Context: an optimization exercise on an open-source flow, tuned for small area. The choices shown serve that exercise and are no tape-out recipe.
The RTL was checked by simulation tests, not by an equivalence proof against the original design.
Power figures rest on the tool's default switching activity, not on a simulated workload. No driver is modelled on the clock port, so clocking that relies on it looks cheaper here than on a real chip.

== nickel ==
## dmem_responder
module dmem_responder (
  input  logic        clk,
  input  logic        reset,
  input  logic        req_valid,
  input  logic        req_we,
  input  logic [31:0] req_addr,
  input  logic [31:0] req_wdata,
  output logic        req_ready,
  output logic        rsp_valid,
  output logic [31:0] rsp_rdata,
  output logic        rsp_err,
  output logic        busy,
  input  logic [3:0]  sw_in,
  output logic [31:0] hex_out
);
export LEC_CHECK = 0
export CAP_MARGIN = 0
export CORE_MARGIN = 2
export CORE_UTILIZATION = 65
export CTS_BUF_LIST = sky130_fd_sc_hd__clkbuf_8
export SLEW_MARGIN = 0
export SYNTH_HIERARCHICAL = 1
create_clock -name core_clock -period 5.5 [get_ports {clk}]
run.sh (not shown) runs the stock make flow with config.mk's settings and CLKGATE_MAP_FILE= SYNTH_SCRIPT=/design/flow/synth_recipe.tcl, a recipe that flattens the netlist after the stock synthesis.
For zinc, these inputs were changed with respect to nickel:
# nickel
export LEC_CHECK = 0
export CAP_MARGIN = 0
export CORE_MARGIN = 2
export CORE_UTILIZATION = 65
export CTS_BUF_LIST = sky130_fd_sc_hd__clkbuf_8
export SLEW_MARGIN = 0
export SYNTH_HIERARCHICAL = 1
create_clock -name core_clock -period 5.5 [get_ports {clk}]
# zinc
export LEC_CHECK = 0
export CAP_MARGIN = 0
export CORE_MARGIN = 2
export CORE_UTILIZATION = 65
export CTS_BUF_LIST = sky130_fd_sc_hd__clkbuf_16
export CTS_CLUSTER_DIAMETER = 100
export CTS_CLUSTER_SIZE = 24
export SLEW_MARGIN = 0
export SYNTH_HIERARCHICAL = 1
create_clock -name core_clock -period 5.5 [get_ports {clk}]
==> flow/flow/run.sh (new file) <==
#!/bin/bash
# Standard ORFS layout (the standard.sh, unchanged synthesis), with two
# changes: clock tree synthesis without dummy loads, and the port buffers
# made with buf_1 instead of the default cell. Each tool's output goes to
# its own log here.
set -euo pipefail
CTS="-sink_clustering_enable -repair_clock_nets -sink_clustering_size 30 -sink_clustering_max_diameter 70 -buf_list sky130_fd_sc_hd__clkbuf_16 -dont_use_dummy_load"
bash standard.sh synth > log_synth.txt 2>&1
bash standard.sh floorplan > log_floorplan.txt 2>&1
BUFFER_PORTS_ARGS="-buffer_cell sky130_fd_sc_hd__buf_1" bash standard.sh place > log_place.txt 2>&1
CTS_ARGS="$CTS" bash standard.sh cts > log_cts.txt 2>&1
bash standard.sh finish > log_finish.txt 2>&1
==> flow/standard.sh (new file) <==
#!/bin/bash
# synth_recipe.tcl (not shown) runs the flow's synth.tcl, then flattens the netlist and writes it again
# the make line also repeats each setting of config.mk as NAME=value (left out here)
make -C /OpenROAD-flow-scripts/flow DESIGN_CONFIG=/design/flow/config.mk WORK_HOME=/design/flow/orfs CLKGATE_MAP_FILE= SYNTH_SCRIPT=/design/flow/synth_recipe.tcl "${@:-finish}"
removed: flow/run.sh
## What came out
For the wire length, zinc came in about 3% lower than nickel did.
Looking at cell at the slowest stage of the critical path, the sky130_fd_sc_hd__o21ai_2 result is from zinc; the sky130_fd_sc_hd__edfxtp_1 one comes from nickel.
For the sequential power share, zinc came in 12 points higher than nickel did.
Going from nickel to zinc, final standard cell utilization of the core down 5.9 points; via count down 5.4%.
The following lists how tundra was set up differently from zinc:
# zinc
export LEC_CHECK = 0
export CAP_MARGIN = 0
export CORE_MARGIN = 2
export CORE_UTILIZATION = 65
export CTS_BUF_LIST = sky130_fd_sc_hd__clkbuf_16
export CTS_CLUSTER_DIAMETER = 100
export CTS_CLUSTER_SIZE = 24
export SLEW_MARGIN = 0
export SYNTH_HIERARCHICAL = 1
create_clock -name core_clock -period 5.5 [get_ports {clk}]
# tundra
export LEC_CHECK = 0
export CAP_MARGIN = 0
export CORE_MARGIN = 2
export CORE_UTILIZATION = 80
export CTS_BUF_LIST = sky130_fd_sc_hd__clkbuf_16
export CTS_CLUSTER_DIAMETER = 100
export CTS_CLUSTER_SIZE = 24
export PLACE_DENSITY = 0.88
export SLEW_MARGIN = 0
export SYNTH_HIERARCHICAL = 1
create_clock -name core_clock -period 5.5 [get_ports {clk}]
==> flow/run.sh (new file) <==
#!/bin/bash
# synth_recipe.tcl (not shown) runs the flow's synth.tcl, then flattens the netlist and writes it again
# the make line also repeats each setting of config.mk as NAME=value (left out here)
make -C /OpenROAD-flow-scripts/flow DESIGN_CONFIG=/design/flow/config.mk WORK_HOME=/design/flow/orfs CLKGATE_MAP_FILE= SYNTH_SCRIPT=/design/flow/synth_recipe.tcl finish
removed: flow/flow/run.sh
removed: flow/standard.sh
[summary]
Going from zinc to tundra, the buffer and inverter count on the worst path was found to have gone up by 1.
A capturing element of the worst setup path of st_q[11] is what tundra shows, while st_q[16] belongs to zinc.
Going from zinc to tundra, final critical-path required period now larger, count of clock-buffer cells in the layout now larger, final estimated routing congestion in global placement now smaller, total power divided by cell area now larger.
Required arrival time at the worst endpoint: tundra > zinc
#### Input delta (willow over tundra)
# tundra
export LEC_CHECK = 0
export CAP_MARGIN = 0
export CORE_MARGIN = 2
export CORE_UTILIZATION = 80
export CTS_BUF_LIST = sky130_fd_sc_hd__clkbuf_16
export CTS_CLUSTER_DIAMETER = 100
export CTS_CLUSTER_SIZE = 24
export PLACE_DENSITY = 0.88
export SLEW_MARGIN = 0
export SYNTH_HIERARCHICAL = 1
create_clock -name core_clock -period 5.5 [get_ports {clk}]
# willow
export LEC_CHECK = 0
export CAP_MARGIN = 0
export CORE_MARGIN = 2
export CORE_UTILIZATION = 65
export CTS_BUF_LIST = sky130_fd_sc_hd__clkbuf_16
export CTS_CLUSTER_DIAMETER = 100
export CTS_CLUSTER_SIZE = 24
export SLEW_MARGIN = 0
export SYNTH_HIERARCHICAL = 1
create_clock -name core_clock -period 5.5 [get_ports {clk}]
Findings:
- [compare] base=tundra new=willow: first-iteration DRC count decreased by 34% relative to the old numbers, critical path depth decreased by 1 relative to the old numbers.
- willow vs tundra: via density per instance down by more than 10%
- tundra has a lower standard cell core area than willow.
- Sort willow and tundra by total power desc -> top: tundra
- Looking at number of search-and-repair iterations in the first detailed-routing pass, willow sits 1 above tundra.
- From tundra to willow, I/O pin count did not move at all.
- Diff tundra -> willow: number of tap cells added at floorplan went up; routed length on met1 saw an increase.

* * *

dmem_responder, a different RTL version from the one above (not shown whole).
Size: about 3600 cells after synthesis, ~2100 flip-flops, about 140 I/O pins.
Settings: LEC_CHECK=0, CAP_MARGIN=0, CORE_MARGIN=2, CORE_UTILIZATION=65, CTS_BUF_LIST=sky130_fd_sc_hd__clkbuf_16, CTS_CLUSTER_DIAMETER=100, CTS_CLUSTER_SIZE=24, SLEW_MARGIN=0, SYNTH_HIERARCHICAL=1; clock period 5.5 ns.
standard.sh (not shown) runs the stock make flow with config.mk's settings and CLKGATE_MAP_FILE= SYNTH_SCRIPT=/design/flow/synth_recipe.tcl, a recipe that flattens the netlist after the stock synthesis.
==> flow/flow/run.sh <==
#!/bin/bash
# Standard ORFS layout (the standard.sh, unchanged synthesis), with two
# changes: clock tree synthesis without dummy loads, and the port buffers
# made with buf_1 instead of the default cell. Each tool's output goes to
# its own log here.
set -euo pipefail
CTS="-sink_clustering_enable -repair_clock_nets -sink_clustering_size 16 -sink_clustering_max_diameter 50 -buf_list sky130_fd_sc_hd__clkbuf_8 -dont_use_dummy_load"
bash standard.sh synth > log_synth.txt 2>&1
bash standard.sh floorplan > log_floorplan.txt 2>&1
BUFFER_PORTS_ARGS="-buffer_cell sky130_fd_sc_hd__buf_1" bash standard.sh place > log_place.txt 2>&1
CTS_ARGS="$CTS" bash standard.sh cts > log_cts.txt 2>&1
bash standard.sh finish > log_finish.txt 2>&1
The baseline finished with timing, DRC and antenna clean.
Next try:
--- a/flow/flow/run.sh
+++ b/flow/flow/run.sh
@@ -5,5 +5,5 @@
 # its own log here.
 set -euo pipefail
-CTS="-sink_clustering_enable -repair_clock_nets -sink_clustering_size 16 -sink_clustering_max_diameter 50 -buf_list sky130_fd_sc_hd__clkbuf_8 -dont_use_dummy_load"
+CTS="-sink_clustering_enable -repair_clock_nets -sink_clustering_size 30 -sink_clustering_max_diameter 70 -buf_list sky130_fd_sc_hd__clkbuf_16 -dont_use_dummy_load"
 bash standard.sh synth > log_synth.txt 2>&1
 bash standard.sh floorplan > log_floorplan.txt 2>&1
The new run finished clean.
Global-route usage drops by 0.36 points.
Die area does not change.
Sequential share of layout area grows by 0.13 points.
Routed wire length shrinks by about 0.4%.
Register-to-register slack hardly moves.
Clock power hardly moves.
Count of clock-buffer cells in the layout shrinks by 74.
Hold slack improved by 0.017 ns.
Synthesized cell count stays the same.
Next try:
--- a/flow/flow/run.sh
+++ b/flow/flow/run.sh
@@ -5,5 +5,5 @@
 # its own log here.
 set -euo pipefail
-CTS="-sink_clustering_enable -repair_clock_nets -sink_clustering_size 30 -sink_clustering_max_diameter 70 -buf_list sky130_fd_sc_hd__clkbuf_16 -dont_use_dummy_load"
+CTS="-sink_clustering_enable -repair_clock_nets -sink_clustering_size 34 -sink_clustering_max_diameter 50 -buf_list sky130_fd_sc_hd__clkbuf_16 -dont_use_dummy_load"
 bash standard.sh synth > log_synth.txt 2>&1
 bash standard.sh floorplan > log_floorplan.txt 2>&1
After rerunning:
- total power went up by about 8%
- sequential cell count does not change
- global-route usage climbs by 0.57 points
- register-to-register slack got worse by 0.03 ns
- maximum frequency drops by about 0.7%
- design area climbs by about 2.5%
- critical path depth is unchanged
- core utilization goes up by 1.8 points
- synthesized cell count stays the same

* * *

before:
dmem_responder with an RTL version that a note above also has.
Size: roughly 140 I/O pins, roughly 56,000 sq um of cells after synthesis.
clock: 5.5 ns
lec_check: 0
cap_margin: 0
core_margin: 2
core_utilization: 65
cts_buf_list: sky130_fd_sc_hd__clkbuf_16
cts_cluster_diameter: 100
cts_cluster_size: 24
slew_margin: 0
synth_hierarchical: 1
==> flow/flow/run.sh <==
#!/bin/bash
# Standard ORFS layout (the standard.sh, unchanged synthesis), with two
# changes: clock tree synthesis without dummy loads, and the port buffers
# made with buf_1 instead of the default cell. Each tool's output goes to
# its own log here.
set -euo pipefail
CTS="-sink_clustering_enable -repair_clock_nets -sink_clustering_size 24 -sink_clustering_max_diameter 100 -buf_list sky130_fd_sc_hd__clkbuf_16 -dont_use_dummy_load"
bash standard.sh synth > log_synth.txt 2>&1
bash standard.sh floorplan > log_floorplan.txt 2>&1
BUFFER_PORTS_ARGS="-buffer_cell sky130_fd_sc_hd__buf_1" bash standard.sh place > log_place.txt 2>&1
CTS_ARGS="$CTS" bash standard.sh cts > log_cts.txt 2>&1
bash standard.sh finish > log_finish.txt 2>&1
before: flow completed, timing, DRC and antenna clean
Modified inputs, after compared to before
- SLEW_MARGIN now 20, was 0
- CTS_BUF_LIST no longer set, was sky130_fd_sc_hd__clkbuf_16
- CTS_CLUSTER_DIAMETER no longer set, was 100
- CAP_MARGIN now 20, was 0
- CTS_CLUSTER_SIZE no longer set, was 24
==> flow/run.sh (new file) <==
#!/bin/bash
# synth_recipe.tcl (not shown) runs the flow's synth.tcl, then flattens the netlist and writes it again
# the make line also repeats each setting of config.mk as NAME=value (left out here)
make -C /OpenROAD-flow-scripts/flow DESIGN_CONFIG=/design/flow/config.mk WORK_HOME=/design/flow/orfs CLKGATE_MAP_FILE= SYNTH_SCRIPT=/design/flow/synth_recipe.tcl finish
removed: flow/flow/run.sh
removed: flow/standard.sh
Results
- Comparing before and after, worst endpoint required time is higher on after.
- Total power draw delta (after − before): unfavourable
- Looking at beginning of the critical path, the req_addr[20] result is from after; the idx_q[0] one comes from before.
- after reports its cell at the slowest stage of the critical path as sky130_fd_sc_hd__or3_1 while before reports sky130_fd_sc_hd__edfxtp_1.
- Power density over cell area: after higher than before
- Relative to before, clock network area share increased by 5.4 points in after.
- Non-clock buffer count ends up higher on after.
- The HPWL reported at the end of detailed placement reported for after is greater than that of before by 1200 um.
- after ends up with higher critical path depth than before does.
- Sequential share of layout area | after below before
- Comparing before and after, the lower number of nets in the layout was measured on before.

separate check: timing with driven ports:
The flow's constraints put no driver on any port. The routed layouts listed below were extracted and timed again, unchanged, in two steps.
Step 1: set_driving_cell puts a clkbuf_16 on clk and a buf_2 on each other input, an assumption about the parent block.
Step 2 adds t to the input delays and takes it off the output delays; t is the mean of the earliest and latest rising clock arrival at the registers after step 1. Input paths then give back, and output paths get back, about the clock's delay inside the block.
Three values: ideal, step 1, step 2; two values: the first two.
| run | t (ns) | slack for setup (ns) | hold WS [ns] | latest minus earliest clock arrival (ns) |
|---|---|---|---|---|
| nickel | 1.016 | 1.045 / 0.975 / 0.329 | 0.276 / 0.276 / 0.276 | 0.094 / 0.093 |
| zinc | 0.720 | 1.172 / 1.172 / 0.543 | 0.282 / 0.282 / 0.282 | 0.063 / 0.063 |
| tundra | 0.746 | 0.966 / 1.004 / 0.258 | 0.299 / 0.299 / 0.299 | 0.053 / 0.052 |
| willow | 0.744 | 1.082 / 1.128 / 0.384 | 0.308 / 0.308 / 0.308 | 0.043 / 0.044 |
| the first run of note 2 | 0.866 | 0.983 / 0.983 / 0.332 | 0.278 / 0.278 / 0.278 | 0.076 / 0.076 |
| the second run of note 2 | 0.705 | 0.978 / 0.978 / 0.375 | 0.295 / 0.295 / 0.295 | 0.075 / 0.076 |
| the third run of note 2 | 0.787 | 0.946 / 0.946 / 0.299 | 0.292 / 0.292 / 0.292 | 0.074 / 0.074 |
| before | 0.724 | 1.158 / 1.158 / 0.550 | 0.290 / 0.290 / 0.290 | 0.060 / 0.060 |
| after | 0.855 | 1.163 / 1.157 / 0.354 | 0.309 / 0.309 / 0.309 | 0.026 / 0.026 |
After both steps every run listed still meets setup and hold. For after, which loses most, drivers alone change the setup slack by -0.006 ns; drivers and shift together by -0.809 ns.
